From an optimization exercise on the open Yosys and OpenROAD flow, aimed at a short achievable clock period and few clock cycles; shortcuts taken in it are not production practice. In this exercise RTL edits were held to simulation tests only and were not proved equivalent to the original.

==> run a: inputs <==
==> flow/design.v (excerpt) <==
module armTop (
	input  logic         clk,
	input  logic         reset,
	input  armPkg::wordT readData,
	output armPkg::wordT writeData,
	output armPkg::wordT adr,
	output logic         memWrite
);
Settings: LEC_CHECK=0, ABC_CLOCK_PERIOD_IN_PS=4000, CAP_MARGIN=20, CORE_MARGIN=2, CORE_UTILIZATION=40, SLEW_MARGIN=20; clock period 13.0 ns.
standard.sh (not shown) runs the stock make flow with config.mk's settings and CLKGATE_MAP_FILE= SYNTH_SCRIPT=/design/flow/synth_recipe.tcl, a recipe that flattens the netlist after the stock synthesis.
==> flow/flow/run.sh <==
#!/bin/bash
set -euo pipefail
bash standard.sh synth > synth.log 2>&1
bash standard.sh SETUP_SLACK_MARGIN=9 finish > layout.log 2>&1
==> run b (differences from run a) <==
--- a/flow/design.v
+++ b/flow/design.v
@@ -248,25 +248,12 @@
 	logic         memWQ;
 	logic         vD;
 	armPkg::wordT irD;
 	armPkg::wordT pc8D;
 	armPkg::regAddrT raD, rbD;
 	logic [15:0]     selAD, selBD;
-	logic            skV;
-	armPkg::wordT    irS;
-	armPkg::wordT    pc8S;
-	armPkg::regAddrT raS, rbS;
-	logic [15:0]     selAS, selBS;
-	localparam int btbN = 4;
-	logic [btbN-1:0]         btbV;
-	logic [btbN-1:0][29:0]   btbTag;
-	logic [btbN-1:0][31:0]   btbTgt;
-	logic [1:0]              btbPtr;
-	logic                    pTD, pTS;
-	logic [btbN-1:0]         pVD, pVS, pVE;
-	armPkg::wordT            pcD, pcS;
 	logic            vE;
 	logic            brChkE;
 	logic            predE;
 	armPkg::wordT    altE;
 	logic            mulPhE;
 	logic            isMulE;
@@ -346,26 +333,21 @@
 	logic condD;
 	condUnit u_condD (
 		.cond   (irD[31:28]),
 		.flags  (flags),
 		.condEx (condD)
 	);
-	logic flagsPend, specD, predD, fixD, stallD, advD, takeD, redirD, memGoD, exGoD;
-	armPkg::wordT pc4D, idTgtD;
+	logic flagsPend, specD, predD, stallD, advD, takenD, memGoD, exGoD;
 	assign flagsPend = vE & sE & condE;
 	assign specD  = isBrD & ~isAlD & flagsPend;
-	assign predD  = pTD | (isBD & irD[23]);
-	assign fixD   = vD & pTD & ~isBD;
-	assign stallD = stallE | fixD
+	assign predD  = isBD & irD[23];
+	assign stallD = stallE
 		| (isMemD & ~isAlD & flagsPend)
 		| (isMemD & hitA);
 	assign advD   = vD & ~stallD & ~redirE;
-	assign takeD  = specD ? predD : condD;
-	assign redirD = (advD & isBrD & (takeD ^ pTD)) | (fixD & ~redirE);
-	assign pc4D   = pcD + 32'd4;
-	assign idTgtD = pTD ? pc4D : brTgtD;
+	assign takenD = advD & isBrD & (specD ? predD : condD);
 	assign memGoD = advD & isMemD & condD;
 	assign exGoD  = advD & ((isDpD & ~isPcImmD) | isMulD | (isLoadD & condD) | specD);
 	armPkg::wordT aluRes, mulRes;
 	logic         aluC, aluV;
 	alu u_alu (
 		.a       (aE),
@@ -394,15 +376,13 @@
 		.flags  (flags),
 		.condEx (condE)
 	);
 	assign resE   = isLoadE ? readData : (isMulE ? mulRes : aluRes);
 	assign stallE = vE & isMulE & ~mulPhE;
 	assign wrEnE  = vE & wrE & condE & ~stallE;
-	logic brMissE;
-	assign brMissE = vE & brChkE & (condE ^ predE);
-	assign redirE  = (vE & pcwE & condE) | brMissE;
+	assign redirE = vE & ((pcwE & condE) | (brChkE & (condE ^ predE)));
 	armPkg::wordT redirTgtE;
 	assign redirTgtE = brChkE ? altE : aluRes;
 	logic flagWE;
 	logic nE, zE;
 	assign flagWE = vE & sE & condE & ~stallE;
 	assign nE = isMulE ? mulRes[31] : aluRes[31];
@@ -414,131 +394,65 @@
 			flags[3:2] <= {nE, zE};
 			if (cvE) begin
 				flags[1:0] <= {aluC, aluV};
 			end
 		end
 	end
-	logic         fetchOK, dFree, acceptF;
+	logic         acceptF;
 	armPkg::wordT fpcInc;
 	armPkg::wordT seqPc;
-	assign fetchOK = fetchQ & ~redirE & ~redirD;
-	assign dFree   = ~vD | advD;
-	assign acceptF = fetchOK & (dFree | ~skV);
+	assign acceptF = fetchQ & ~redirE & ~takenD & (~vD | advD);
 	assign fpcInc  = fpcQ + 32'd4;
-	logic [btbN-1:0] btbHitF;
-	logic            pTF;
-	armPkg::wordT    btbTgtF;
-	always_comb begin
-		btbTgtF = '0;
-		for (int i = 0; i < btbN; i++) begin
-			btbHitF[i] = btbV[i] & (btbTag[i] == fpcQ[31:2]);
-			btbTgtF    = btbTgtF | ({32{btbHitF[i]}} & btbTgt[i]);
-		end
-	end
-	assign pTF   = |btbHitF;
-	assign seqPc = acceptF ? (pTF ? btbTgtF : fpcInc) : fpcQ;
-	logic btbIns;
-	assign btbIns = advD & isBD & takeD & ~pTD;
-	always_ff @(posedge clk or posedge reset) begin
-		if (reset) begin
-			btbV   <= '0;
-			btbPtr <= '0;
-		end else begin
-			btbV <= btbV
-				& ~(brMissE ? pVE : '0)
-				& ~((advD & isBD & pTD & ~takeD) ? pVD : '0);
-			if (btbIns) begin
-				btbV[btbPtr] <= 1'b1;
-				btbPtr       <= btbPtr + 1'b1;
-			end
-		end
-	end
-	always_ff @(posedge clk) begin
-		if (btbIns) begin
-			btbTag[btbPtr] <= pcD[31:2];
-			btbTgt[btbPtr] <= brTgtD;
-		end
-	end
+	assign seqPc   = acceptF ? fpcInc : fpcQ;
 	always_ff @(posedge clk or posedge reset) begin
 		if (reset) begin
 			adrQ   <= '0;
 			fpcQ   <= '0;
 			fetchQ <= 1'b1;
 			memWQ  <= 1'b0;
 			vD     <= 1'b0;
-			skV    <= 1'b0;
 		end else begin
 			memWQ <= 1'b0;
-			if (redirE | (redirD & ~fixD)) begin
-				vD  <= 1'b0;
-				skV <= 1'b0;
-			end else if (fixD) begin
-				skV <= 1'b0;
-			end else if (dFree) begin
-				vD  <= skV | fetchOK;
-				skV <= skV & fetchOK;
-			end else begin
-				skV <= skV | fetchOK;
-			end
 			if (redirE) begin
 				adrQ   <= redirTgtE;
 				fpcQ   <= redirTgtE;
 				fetchQ <= 1'b1;
-			end else if (redirD) begin
-				adrQ   <= idTgtD;
-				fpcQ   <= idTgtD;
+				vD     <= 1'b0;
+			end else if (takenD) begin
+				adrQ   <= brTgtD;
+				fpcQ   <= brTgtD;
 				fetchQ <= 1'b1;
+				vD     <= 1'b0;
 			end else if (memGoD) begin
 				adrQ   <= memAdrD;
 				fpcQ   <= seqPc;
 				fetchQ <= 1'b0;
 				memWQ  <= isStoreD;
+				vD     <= acceptF;
 			end else begin
 				adrQ   <= seqPc;
 				fpcQ   <= seqPc;
 				fetchQ <= 1'b1;
+				vD     <= acceptF | (vD & ~advD);
 			end
 		end
 	end
 	logic            mulF, storeF;
 	armPkg::regAddrT raF, rbF;
 	assign mulF   = (readData[27:21] == 7'd0) & (readData[7:4] == 4'b1001);
 	assign storeF = (readData[27:26] == 2'b01) & ~readData[20];
 	assign raF    = mulF ? readData[3:0] : readData[19:16];
 	assign rbF    = storeF ? readData[15:12] : (mulF ? readData[11:8] : readData[3:0]);
-	armPkg::wordT pc8F;
-	logic [15:0]  selAF, selBF;
-	assign pc8F  = fpcQ + 32'd8;
-	assign selAF = 16'd1 << raF;
-	assign selBF = 16'd1 << rbF;
 	always_ff @(posedge clk) begin
 		if (acceptF) begin
-			irS   <= readData;
-			pcS   <= fpcQ;
-			pTS   <= pTF;
-			pVS   <= btbHitF;
-			pc8S  <= pc8F;
-			raS   <= raF;
-			rbS   <= rbF;
-			selAS <= selAF;
-			selBS <= selBF;
-		end
-		if (dFree) begin
-			pcD   <= skV ? pcS : fpcQ;
-			pTD   <= skV ? pTS : pTF;
-			pVD   <= skV ? pVS : btbHitF;
-		end else if (fixD) begin
-			pTD   <= 1'b0;
-		end
-		if (dFree) begin
-			irD   <= skV ? irS : readData;
-			pc8D  <= skV ? pc8S : pc8F;
-			raD   <= skV ? raS : raF;
-			rbD   <= skV ? rbS : rbF;
-			selAD <= skV ? selAS : selAF;
-			selBD <= skV ? selBS : selBF;
+			irD   <= readData;
+			pc8D  <= fpcQ + 32'd8;
+			raD   <= raF;
+			rbD   <= rbF;
+			selAD <= 16'd1 << raF;
+			selBD <= 16'd1 << rbF;
 		end
 		wdQ <= stData;
 	end
 	always_ff @(posedge clk or posedge reset) begin
 		if (reset) begin
 			vE     <= 1'b0;
@@ -553,14 +467,13 @@
 		if (!stallE) begin
 			aE      <= opA;
 			bE      <= opB;
 			isMulE  <= isMulD;
 			brChkE  <= isBrD;
 			predE   <= predD;
-			altE    <= predD ? pc4D : brTgtD;
-			pVE     <= pVD;
+			altE    <= predD ? (pc8D - 32'd4) : brTgtD;
 			isLoadE <= isLoadD;
 			condFE  <= isLoadD ? 4'b1110 : irD[31:28];
 			sE      <= irD[20] & ~isMemD & ~isBD;
 			wrE     <= isLoadD | isMulD | (isDpD & (rdD != 4'd15));
 			pcwE    <= isDpD & ~isPcImmD & (rdD == 4'd15);
 			destE   <= isMulD ? rnD : rdD;
==> flow/run.sh (new file) <==
#!/bin/bash
# synth_recipe.tcl (not shown) runs the flow's synth.tcl, then flattens the netlist and writes it again
# the make line also repeats each setting of config.mk as NAME=value (left out here)
make -C /OpenROAD-flow-scripts/flow DESIGN_CONFIG=/design/flow/config.mk WORK_HOME=/design/flow/orfs CLKGATE_MAP_FILE= SYNTH_SCRIPT=/design/flow/synth_recipe.tcl finish
removed: flow/flow/run.sh
removed: flow/standard.sh
==> run c (differences from run a) <==
--- a/flow/design.v
+++ b/flow/design.v
@@ -253,20 +253,12 @@
 	logic [15:0]     selAD, selBD;
 	logic            skV;
 	armPkg::wordT    irS;
 	armPkg::wordT    pc8S;
 	armPkg::regAddrT raS, rbS;
 	logic [15:0]     selAS, selBS;
-	localparam int btbN = 4;
-	logic [btbN-1:0]         btbV;
-	logic [btbN-1:0][29:0]   btbTag;
-	logic [btbN-1:0][31:0]   btbTgt;
-	logic [1:0]              btbPtr;
-	logic                    pTD, pTS;
-	logic [btbN-1:0]         pVD, pVS, pVE;
-	armPkg::wordT            pcD, pcS;
 	logic            vE;
 	logic            brChkE;
 	logic            predE;
 	armPkg::wordT    altE;
 	logic            mulPhE;
 	logic            isMulE;
@@ -346,26 +338,21 @@
 	logic condD;
 	condUnit u_condD (
 		.cond   (irD[31:28]),
 		.flags  (flags),
 		.condEx (condD)
 	);
-	logic flagsPend, specD, predD, fixD, stallD, advD, takeD, redirD, memGoD, exGoD;
-	armPkg::wordT pc4D, idTgtD;
+	logic flagsPend, specD, predD, stallD, advD, takenD, memGoD, exGoD;
 	assign flagsPend = vE & sE & condE;
 	assign specD  = isBrD & ~isAlD & flagsPend;
-	assign predD  = pTD | (isBD & irD[23]);
-	assign fixD   = vD & pTD & ~isBD;
-	assign stallD = stallE | fixD
+	assign predD  = isBD & irD[23];
+	assign stallD = stallE
 		| (isMemD & ~isAlD & flagsPend)
 		| (isMemD & hitA);
 	assign advD   = vD & ~stallD & ~redirE;
-	assign takeD  = specD ? predD : condD;
-	assign redirD = (advD & isBrD & (takeD ^ pTD)) | (fixD & ~redirE);
-	assign pc4D   = pcD + 32'd4;
-	assign idTgtD = pTD ? pc4D : brTgtD;
+	assign takenD = advD & isBrD & (specD ? predD : condD);
 	assign memGoD = advD & isMemD & condD;
 	assign exGoD  = advD & ((isDpD & ~isPcImmD) | isMulD | (isLoadD & condD) | specD);
 	armPkg::wordT aluRes, mulRes;
 	logic         aluC, aluV;
 	alu u_alu (
 		.a       (aE),
@@ -394,15 +381,13 @@
 		.flags  (flags),
 		.condEx (condE)
 	);
 	assign resE   = isLoadE ? readData : (isMulE ? mulRes : aluRes);
 	assign stallE = vE & isMulE & ~mulPhE;
 	assign wrEnE  = vE & wrE & condE & ~stallE;
-	logic brMissE;
-	assign brMissE = vE & brChkE & (condE ^ predE);
-	assign redirE  = (vE & pcwE & condE) | brMissE;
+	assign redirE = vE & ((pcwE & condE) | (brChkE & (condE ^ predE)));
 	armPkg::wordT redirTgtE;
 	assign redirTgtE = brChkE ? altE : aluRes;
 	logic flagWE;
 	logic nE, zE;
 	assign flagWE = vE & sE & condE & ~stallE;
 	assign nE = isMulE ? mulRes[31] : aluRes[31];
@@ -417,78 +402,43 @@
 			end
 		end
 	end
 	logic         fetchOK, dFree, acceptF;
 	armPkg::wordT fpcInc;
 	armPkg::wordT seqPc;
-	assign fetchOK = fetchQ & ~redirE & ~redirD;
+	assign fetchOK = fetchQ & ~redirE & ~takenD;
 	assign dFree   = ~vD | advD;
 	assign acceptF = fetchOK & (dFree | ~skV);
 	assign fpcInc  = fpcQ + 32'd4;
-	logic [btbN-1:0] btbHitF;
-	logic            pTF;
-	armPkg::wordT    btbTgtF;
-	always_comb begin
-		btbTgtF = '0;
-		for (int i = 0; i < btbN; i++) begin
-			btbHitF[i] = btbV[i] & (btbTag[i] == fpcQ[31:2]);
-			btbTgtF    = btbTgtF | ({32{btbHitF[i]}} & btbTgt[i]);
-		end
-	end
-	assign pTF   = |btbHitF;
-	assign seqPc = acceptF ? (pTF ? btbTgtF : fpcInc) : fpcQ;
-	logic btbIns;
-	assign btbIns = advD & isBD & takeD & ~pTD;
-	always_ff @(posedge clk or posedge reset) begin
-		if (reset) begin
-			btbV   <= '0;
-			btbPtr <= '0;
-		end else begin
-			btbV <= btbV
-				& ~(brMissE ? pVE : '0)
-				& ~((advD & isBD & pTD & ~takeD) ? pVD : '0);
-			if (btbIns) begin
-				btbV[btbPtr] <= 1'b1;
-				btbPtr       <= btbPtr + 1'b1;
-			end
-		end
-	end
-	always_ff @(posedge clk) begin
-		if (btbIns) begin
-			btbTag[btbPtr] <= pcD[31:2];
-			btbTgt[btbPtr] <= brTgtD;
-		end
-	end
+	assign seqPc   = acceptF ? fpcInc : fpcQ;
 	always_ff @(posedge clk or posedge reset) begin
 		if (reset) begin
 			adrQ   <= '0;
 			fpcQ   <= '0;
 			fetchQ <= 1'b1;
 			memWQ  <= 1'b0;
 			vD     <= 1'b0;
 			skV    <= 1'b0;
 		end else begin
 			memWQ <= 1'b0;
-			if (redirE | (redirD & ~fixD)) begin
+			if (redirE | takenD) begin
 				vD  <= 1'b0;
 				skV <= 1'b0;
-			end else if (fixD) begin
-				skV <= 1'b0;
 			end else if (dFree) begin
 				vD  <= skV | fetchOK;
 				skV <= skV & fetchOK;
 			end else begin
 				skV <= skV | fetchOK;
 			end
 			if (redirE) begin
 				adrQ   <= redirTgtE;
 				fpcQ   <= redirTgtE;
 				fetchQ <= 1'b1;
-			end else if (redirD) begin
-				adrQ   <= idTgtD;
-				fpcQ   <= idTgtD;
+			end else if (takenD) begin
+				adrQ   <= brTgtD;
+				fpcQ   <= brTgtD;
 				fetchQ <= 1'b1;
 			end else if (memGoD) begin
 				adrQ   <= memAdrD;
 				fpcQ   <= seqPc;
 				fetchQ <= 1'b0;
 				memWQ  <= isStoreD;
@@ -510,29 +460,19 @@
 	assign pc8F  = fpcQ + 32'd8;
 	assign selAF = 16'd1 << raF;
 	assign selBF = 16'd1 << rbF;
 	always_ff @(posedge clk) begin
 		if (acceptF) begin
 			irS   <= readData;
-			pcS   <= fpcQ;
-			pTS   <= pTF;
-			pVS   <= btbHitF;
 			pc8S  <= pc8F;
 			raS   <= raF;
 			rbS   <= rbF;
 			selAS <= selAF;
 			selBS <= selBF;
 		end
 		if (dFree) begin
-			pcD   <= skV ? pcS : fpcQ;
-			pTD   <= skV ? pTS : pTF;
-			pVD   <= skV ? pVS : btbHitF;
-		end else if (fixD) begin
-			pTD   <= 1'b0;
-		end
-		if (dFree) begin
 			irD   <= skV ? irS : readData;
 			pc8D  <= skV ? pc8S : pc8F;
 			raD   <= skV ? raS : raF;
 			rbD   <= skV ? rbS : rbF;
 			selAD <= skV ? selAS : selAF;
 			selBD <= skV ? selBS : selBF;
@@ -553,14 +493,13 @@
 		if (!stallE) begin
 			aE      <= opA;
 			bE      <= opB;
 			isMulE  <= isMulD;
 			brChkE  <= isBrD;
 			predE   <= predD;
-			altE    <= predD ? pc4D : brTgtD;
-			pVE     <= pVD;
+			altE    <= predD ? (pc8D - 32'd4) : brTgtD;
 			isLoadE <= isLoadD;
 			condFE  <= isLoadD ? 4'b1110 : irD[31:28];
 			sE      <= irD[20] & ~isMemD & ~isBD;
 			wrE     <= isLoadD | isMulD | (isDpD & (rdD != 4'd15));
 			pcwE    <= isDpD & ~isPcImmD & (rdD == 4'd15);
 			destE   <= isMulD ? rnD : rdD;
==> run d (differences from run a) <==
--- a/flow/design.v
+++ b/flow/design.v
@@ -1,13 +1,13 @@
 `timescale 1ns/1ns
 package armPkg;
 	typedef logic [31:0] wordT;
 	typedef logic [3:0] regAddrT;
 	typedef logic [3:0] flagsT;
 	typedef logic [3:0] condT;
-	localparam int mulRows = 4;
+	localparam int mulRows = 5;
 endpackage
 `timescale 1ns/1ns
 import armPkg::*;
 module alu (
 	input  armPkg::wordT a,
 	input  armPkg::wordT b,
@@ -15,29 +15,35 @@
 	input  logic         opArith,
 	input  logic         opAnd,
 	input  logic         opOrr,
 	input  logic         opEor,
 	output armPkg::wordT result,
 	output logic         cOut,
-	output logic         vOut
+	output logic         vOut,
+	output logic         zArith
 );
 	armPkg::wordT bx;
 	logic [32:0]  sum;
 	assign bx  = b ^ {32{isSub}};
 	assign sum = {1'b0, a} + {1'b0, bx} + {32'd0, isSub};
 	assign result = ({32{opArith}} & sum[31:0])
 		| ({32{opAnd}} & (a & b))
 		| ({32{opOrr}} & (a | b))
 		| ({32{opEor}} & (a ^ b));
+	logic [31:0] hs;
+	logic [31:0] kin;
+	assign hs     = a ^ bx;
+	assign kin    = {a[30:0] | bx[30:0], isSub};
+	assign zArith = (hs == kin);
 	assign cOut = sum[32];
 	assign vOut = ~(a[31] ^ bx[31]) & (a[31] ^ sum[31]);
 endmodule
 module mulStage1 (
 	input  logic [31:0] a,
 	input  logic [31:0] b,
-	output logic [3:0][31:0] rows
+	output logic [4:0][31:0] rows
 );
 	logic [31:0] pp0;
 	assign pp0 = a & {32{b[0]}};
 	logic [31:0] pp1;
 	assign pp1 = {a[30:0] & {31{b[1]}}, 1'b0};
 	logic [31:0] pp2;
@@ -178,31 +184,32 @@
 	logic [31:0] s1l4_s0, s1l4_c0;
 	assign s1l4_s0 = s1l3_s0 ^ s1l3_c0 ^ s1l3_s1;
 	assign s1l4_c0 = {((s1l3_s0[30:0] & s1l3_c0[30:0]) | (s1l3_s0[30:0] & s1l3_s1[30:0]) | (s1l3_c0[30:0] & s1l3_s1[30:0])), 1'b0};
 	logic [31:0] s1l4_s1, s1l4_c1;
 	assign s1l4_s1 = s1l3_c1 ^ s1l3_s2 ^ s1l3_c2;
 	assign s1l4_c1 = {((s1l3_c1[30:0] & s1l3_s2[30:0]) | (s1l3_c1[30:0] & s1l3_c2[30:0]) | (s1l3_s2[30:0] & s1l3_c2[30:0])), 1'b0};
-	logic [31:0] s1l5_s0, s1l5_c0;
-	assign s1l5_s0 = s1l4_s0 ^ s1l4_c0 ^ s1l4_s1;
-	assign s1l5_c0 = {((s1l4_s0[30:0] & s1l4_c0[30:0]) | (s1l4_s0[30:0] & s1l4_s1[30:0]) | (s1l4_c0[30:0] & s1l4_s1[30:0])), 1'b0};
-	assign rows[0] = s1l5_s0;
-	assign rows[1] = s1l5_c0;
-	assign rows[2] = s1l4_c1;
-	assign rows[3] = s1l2_c4;
+	assign rows[0] = s1l4_s0;
+	assign rows[1] = s1l4_c0;
+	assign rows[2] = s1l4_s1;
+	assign rows[3] = s1l4_c1;
+	assign rows[4] = s1l2_c4;
 endmodule
 module mulStage2 (
-	input  logic [3:0][31:0] rows,
+	input  logic [4:0][31:0] rows,
 	output logic [31:0] product
 );
 	logic [31:0] s2l0_s0, s2l0_c0;
 	assign s2l0_s0 = rows[0] ^ rows[1] ^ rows[2];
 	assign s2l0_c0 = {((rows[0][30:0] & rows[1][30:0]) | (rows[0][30:0] & rows[2][30:0]) | (rows[1][30:0] & rows[2][30:0])), 1'b0};
 	logic [31:0] s2l1_s0, s2l1_c0;
 	assign s2l1_s0 = s2l0_s0 ^ s2l0_c0 ^ rows[3];
 	assign s2l1_c0 = {((s2l0_s0[30:0] & s2l0_c0[30:0]) | (s2l0_s0[30:0] & rows[3][30:0]) | (s2l0_c0[30:0] & rows[3][30:0])), 1'b0};
-	assign product = s2l1_s0 + s2l1_c0;
+	logic [31:0] s2l2_s0, s2l2_c0;
+	assign s2l2_s0 = s2l1_s0 ^ s2l1_c0 ^ rows[4];
+	assign s2l2_c0 = {((s2l1_s0[30:0] & s2l1_c0[30:0]) | (s2l1_s0[30:0] & rows[4][30:0]) | (s2l1_c0[30:0] & rows[4][30:0])), 1'b0};
+	assign product = s2l2_s0 + s2l2_c0;
 endmodule
 `timescale 1ns/1ns
 import armPkg::*;
 module regFile (
 	input  logic            clk,
 	input  logic            we,
@@ -363,24 +370,25 @@
 	assign redirD = (advD & isBrD & (takeD ^ pTD)) | (fixD & ~redirE);
 	assign pc4D   = pcD + 32'd4;
 	assign idTgtD = pTD ? pc4D : brTgtD;
 	assign memGoD = advD & isMemD & condD;
 	assign exGoD  = advD & ((isDpD & ~isPcImmD) | isMulD | (isLoadD & condD) | specD);
 	armPkg::wordT aluRes, mulRes;
-	logic         aluC, aluV;
+	logic         aluC, aluV, aluZa;
 	alu u_alu (
 		.a       (aE),
 		.b       (bE),
 		.isSub   (subE),
 		.opArith (arithE),
 		.opAnd   (andE),
 		.opOrr   (orrE),
 		.opEor   (eorE),
 		.result  (aluRes),
 		.cOut    (aluC),
-		.vOut    (aluV)
+		.vOut    (aluV),
+		.zArith  (aluZa)
 	);
 	logic [armPkg::mulRows-1:0][31:0] mulRowsN;
 	mulStage1 u_mul1 (
 		.a    (aE),
 		.b    (bE),
 		.rows (mulRowsN)
@@ -403,13 +411,13 @@
 	armPkg::wordT redirTgtE;
 	assign redirTgtE = brChkE ? altE : aluRes;
 	logic flagWE;
 	logic nE, zE;
 	assign flagWE = vE & sE & condE & ~stallE;
 	assign nE = isMulE ? mulRes[31] : aluRes[31];
-	assign zE = isMulE ? (mulRes == '0) : (aluRes == '0);
+	assign zE = isMulE ? (mulRes == '0) : (arithE ? aluZa : (aluRes == '0));
 	always_ff @(posedge clk or posedge reset) begin
 		if (reset) begin
 			flags <= '0;
 		end else if (flagWE) begin
 			flags[3:2] <= {nE, zE};
 			if (cvE) begin
==> run summary <==
- Flip-flop and latch count: run a is lower than run d (18).
- The lowest worst setup slack belongs to run b, the highest to run a.
- Final cell count: run b < run c < run d < run a.
- In run c the core utilization is higher than in run d, by 1.5 points.
- Non-clock buffer count, highest first: run a, run c, run d, run b.
==> figures <==
metric	run a	run d	run b	run c
Status	complete, no violations	complete, no violations	complete, no violations	complete, no violations
Die footprint	0.203 sq mm	0.205 sq mm	0.150 sq mm	0.158 sq mm
Hold Path End	u_datapath.pVE[0]	u_datapath.pVE[3]	u_datapath.pc8D[0]	u_datapath.pc8S[0]
Critical Path Start	u_datapath.bE[20]	u_datapath.mulRowsE[15]	u_datapath.bE[7]	u_datapath.bE[15]
Number of vias per cell after detailed routing	6.44	6.48	6.32	6.41
Latest clock arrival within the worst-skew pair	860 ps	890 ps	760 ps	780 ps
Syn Inst Count	7090	7142	5352	5532
Share of post-route cells with drive strength above 1	25.5%	22.5%	7.60%	25.9%
Post-route fraction of the period consumed by the critical path	34.2%	35.1%	45.2%	35.2%
Setup clock skew after layout	61.8 ps	68.7 ps	66.4 ps	62.3 ps
Count of clock buffers in the final design	196	192	125	128
Tapcells	2640	2656	1917	2044
Final Instance Count excl. Fillers	10400	10300	7414	8201
Number of non-clock inverters	689	662	527	547
Floorplan die height	451 microns	452 microns	387 microns	397 microns
Worst Tran Pin Value	1210 ps	1160 ps	1230 ps	1210 ps
Testbench counts of run a, summed over its fixed seeds: cycles 139,155.
Testbench counts of run b, summed over its fixed seeds: cycles 147,816.
Testbench counts of run c, summed over its fixed seeds: cycles 144,977.
Testbench counts of run d, summed over its fixed seeds: cycles 139,155.

==> static timing again, ports no longer ideal <==
No port has a modelled driver above. Below, the same layouts with a new extraction and two added sets of constraints.
Step 1 sets driving cells, clkbuf_16 on the clock port and buf_2 on the other inputs (assumed; they add their load-dependent delay and slew).
Step 2, shift: input delay + t, output delay - t, t = (earliest + latest rising clock arrival at the registers) / 2. This alone moves slack from input paths to output paths.
a / b / c = ideal ports / drivers / drivers and shift; a / b = the first two.
run | shift t [ns] | setup WS [ns] | worst setup path at the end | worst slew at a driven data input, ns
run a | 0.926 | 8.560 / 8.560 / 8.185 | input to register | 0.24
run b | 0.808 | 7.120 / 7.120 / 7.120 | register to register | 0.04
run c | 0.820 | 8.425 / 8.425 / 8.159 | input to register | 0.05
run d | 0.934 | 8.440 / 8.440 / 8.004 | input to register | 0.20
After both steps every run listed still meets setup and hold. For run d, which loses most, drivers alone change the setup slack by 0.000 ns; drivers and shift together by -0.436 ns.
